Source: an optimization exercise on an open RTL-to-GDS flow (aim: small area, a short achievable clock period and few clock cycles). Production flows keep margins and buffers that such runs may drop.
The clock input has no modelled driver; a real chip could not lean on it and would need a root buffer or a full tree.

## tandem_motif_repeat_detector
module tandem_motif_repeat_detector (
    input  logic                              aclk,
    input  logic                              aresetn,
    input  logic                              s_tvalid,
    output logic                              s_tready,
    input  logic [7:0]                        s_tdata,    
    input  logic [1:0]                        s_tuser,    
    input  logic                              s_tlast,    
    output logic                              m_tvalid,
    input  logic                              m_tready,
    output logic [7:0]                        m_tdata,    
    output logic [0:0]                        m_tuser,    
    input  logic                              cfg_valid,
    output logic                              cfg_ready,
    input  logic [tmr_pkg::CFG_IDX_W-1:0]     cfg_index,
    input  logic [tmr_pkg::CFG_DATA_W-1:0]    cfg_data
);
    logic [tmr_pkg::MOTIF_CHARS-1:0][tmr_pkg::BASE_W-1:0] motif;
    logic [1:0]                 motif_written;
    logic [tmr_pkg::SKIP_W-1:0] len_m1;
    logic [tmr_pkg::RUN_W-1:0]  min_rep;
    logic                       min_rep_is1;
    logic                       cfg_ok;
    logic accept;
    logic ready_reg;
    logic                       in_valid_reg;
    logic [tmr_pkg::BASE_W-1:0] in_base_reg;
    logic                       in_first_reg;
    logic                       in_last_reg;
    logic                       in_region_reg;
    logic                       in_restart;
    logic                       after_last_reg;    
    logic                       fwd_match;
  ...
export LEC_CHECK = 0
export CAP_MARGIN = 20
export CORE_MARGIN = 2
export CORE_UTILIZATION = 70
export SLEW_MARGIN = 20
create_clock -name core_clock -period 10.0 [get_ports {aclk}]
standard.sh (not shown) runs the stock make flow with config.mk's settings and CLKGATE_MAP_FILE= SYNTH_SCRIPT=/design/flow/synth_recipe.tcl, a recipe that flattens the netlist after the stock synthesis.
==> flow/flow/run.sh <==
#!/bin/bash
# Standard layout (the standard.sh) with:
#  - repair_timing aiming for a setup slack of 7 ns at the 10 ns clock;
#  - buf_1 as the port buffer (repair upsizes it where timing needs);
#  - CTS with clkbuf_8 leaves of at most 16 sinks and no dummy loads;
#  - the clock tree's root buffer removed after CTS, so the clock port
#    drives the tree's first level (2 clock buffers) directly.
set -euo pipefail
KNOBS=(SETUP_SLACK_MARGIN=7.2
  "BUFFER_PORTS_ARGS=-buffer_cell sky130_fd_sc_hd__buf_1"
  "CTS_ARGS=-sink_clustering_enable -repair_clock_nets -dont_use_dummy_load -root_buf sky130_fd_sc_hd__clkbuf_16 -buf_list sky130_fd_sc_hd__clkbuf_8 -sink_clustering_size 16 -sink_clustering_max_diameter 60")
bash standard.sh "${KNOBS[@]}" cts > make_cts.log 2>&1
RESULTS=$PWD/orfs/results/$FLOW_PLATFORM/tandem_motif_repeat_detector/base \
  openroad -no_init -exit flow/drop_clock_root.tcl > drop_clock_root.log 2>&1
bash standard.sh "${KNOBS[@]}" finish > make_finish.log 2>&1
==> flow/flow/drop_clock_root.tcl <==
proc drop_clock_root {} {
  set block [ord::get_db_block]
  set clknet [$block findNet aclk]
  set roots {}
  foreach it [$clknet getITerms] { lappend roots [$it getInst] }
  if {[llength $roots] != 1} { puts "drop_clock_root: port drives [llength $roots] pins, nothing done"; return }
  set root [lindex $roots 0]
  if {![string match "*clkbuf*" [[$root getMaster] getName]]} { puts "drop_clock_root: root is not a clock buffer"; return }
  set outnet ""
  foreach it [$root getITerms] { if {[[$it getMTerm] getName] eq "X"} { set outnet [$it getNet] } }
  set loads {}
  foreach it [$outnet getITerms] { if {[$it getInst] ne $root} { lappend loads $it } }
  if {[llength $loads] > 4} { puts "drop_clock_root: root drives [llength $loads] pins, nothing done"; return }
  foreach it $loads { $it disconnect; $it connect $clknet }
  odb::dbInst_destroy $root
  odb::dbNet_destroy $outnet
  puts "drop_clock_root: port now drives [llength $loads] clock buffers"
}

set results $::env(RESULTS)
read_db $results/4_cts.odb
drop_clock_root
write_db $results/4_cts.odb
Edit:
--- a/flow/flow/run.sh
+++ b/flow/flow/run.sh
@@ -2,2 +2,3 @@
 # Standard layout (the standard.sh) with:
+#  - synthesis as standard.sh's, but ABC maps with an area-oriented script;
 #  - repair_timing aiming for a setup slack of 7 ns at the 10 ns clock;
@@ -8,5 +9,7 @@
 set -euo pipefail
-KNOBS=(SETUP_SLACK_MARGIN=7.2
+export MY_ABC_SCRIPT=$PWD/flow/abc_area.script
+KNOBS=(SETUP_SLACK_MARGIN=6.9
   "BUFFER_PORTS_ARGS=-buffer_cell sky130_fd_sc_hd__buf_1"
-  "CTS_ARGS=-sink_clustering_enable -repair_clock_nets -dont_use_dummy_load -root_buf sky130_fd_sc_hd__clkbuf_16 -buf_list sky130_fd_sc_hd__clkbuf_8 -sink_clustering_size 16 -sink_clustering_max_diameter 60")
+  "CTS_ARGS=-sink_clustering_enable -repair_clock_nets -dont_use_dummy_load -root_buf sky130_fd_sc_hd__clkbuf_16 -buf_list sky130_fd_sc_hd__clkbuf_8 -sink_clustering_size 16 -sink_clustering_max_diameter 60"
+  SYNTH_SCRIPT=$PWD/flow/synth.tcl)
 bash standard.sh "${KNOBS[@]}" cts > make_cts.log 2>&1
==> flow/flow/abc_area.script (new file) <==
strash
&get -n
&fraig -x
&put
scorr
dc2
dretime
strash
&get -n
&dch -f
&nf -R 1000
&put
==> flow/flow/synth.tcl (new file) <==
# The standard synthesis script (synth_recipe.tcl), except that ABC maps
# the logic with an area-oriented script (abc_area.script beside this file);
# registers are mapped before ABC, so they are the standard synthesis's.
proc synth {args} { yosys synth -nofsm -noshare {*}$args }
proc abc {args} {
  set i [lsearch -exact $args -script]
  if {$i >= 0} { set args [lreplace $args $i [expr {$i+1}] -script $::env(MY_ABC_SCRIPT)] }
  yosys abc {*}$args
}
source $::env(SCRIPTS_DIR)/synth.tcl
# left out here: clear keep_hierarchy, flatten, clean up, hide names made inside functions, write 1_2_yosys.v
=>
- critical path depth went up by 2
- setup slack loses 0.23 ns
- core utilization went up by 1.3 points
- die area falls by 7.5%
- clock skew stays flat
- cell count fell by 5.0%
- wire length fell by 11%
Edit:
--- a/flow/flow/run.sh
+++ b/flow/flow/run.sh
@@ -2,3 +2,2 @@
 # Standard layout (the standard.sh) with:
-#  - synthesis as standard.sh's, but ABC maps with an area-oriented script;
 #  - repair_timing aiming for a setup slack of 7 ns at the 10 ns clock;
@@ -9,7 +8,5 @@
 set -euo pipefail
-export MY_ABC_SCRIPT=$PWD/flow/abc_area.script
-KNOBS=(SETUP_SLACK_MARGIN=6.9
+KNOBS=(SETUP_SLACK_MARGIN=7.2 TNS_END_PERCENT=10
   "BUFFER_PORTS_ARGS=-buffer_cell sky130_fd_sc_hd__buf_1"
-  "CTS_ARGS=-sink_clustering_enable -repair_clock_nets -dont_use_dummy_load -root_buf sky130_fd_sc_hd__clkbuf_16 -buf_list sky130_fd_sc_hd__clkbuf_8 -sink_clustering_size 16 -sink_clustering_max_diameter 60"
-  SYNTH_SCRIPT=$PWD/flow/synth.tcl)
+  "CTS_ARGS=-sink_clustering_enable -repair_clock_nets -dont_use_dummy_load -root_buf sky130_fd_sc_hd__clkbuf_16 -buf_list sky130_fd_sc_hd__clkbuf_8 -sink_clustering_size 16 -sink_clustering_max_diameter 60")
 bash standard.sh "${KNOBS[@]}" cts > make_cts.log 2>&1
- CORE_UTILIZATION: 70 -> 80
removed: flow/flow/abc_area.script
removed: flow/flow/synth.tcl
=>
- routed wire length rose by 22%
- via count rose by 11%
- count of clock-buffer cells in the layout does not change
Function was not checked in any run of this note: the RTL went through the layout flow alone.

## what the ideal ports hide
No port has a modelled driver above. Below, the same layouts with a new extraction and two added sets of constraints.
Step 1, drivers: a clkbuf_16 drives aclk and a buf_2 each remaining input, both assumed.
Step 2 adds t to the input delays and takes it off the output delays; t is the mean of the earliest and latest rising clock arrival at the registers after step 1. Input paths then give back, and output paths get back, about the clock's delay inside the block.
Slacks: ideal ports / drivers / drivers and shift; pairs: ideal ports / drivers.
run	shift t [ns]	slack for setup (ns)	latest minus earliest clock arrival (ns)
the first run	0.387	7.176 / 7.121 / 6.854	0.068 / 0.068
the second run	0.367	6.945 / 6.955 / 6.588	0.064 / 0.064
the third run	0.379	7.107 / 7.071 / 6.744	0.067 / 0.066
After both steps every run listed still meets setup and hold. The setup slack of the third run, which loses most, moves by -0.036 ns with the drivers and by -0.363 ns with both steps.
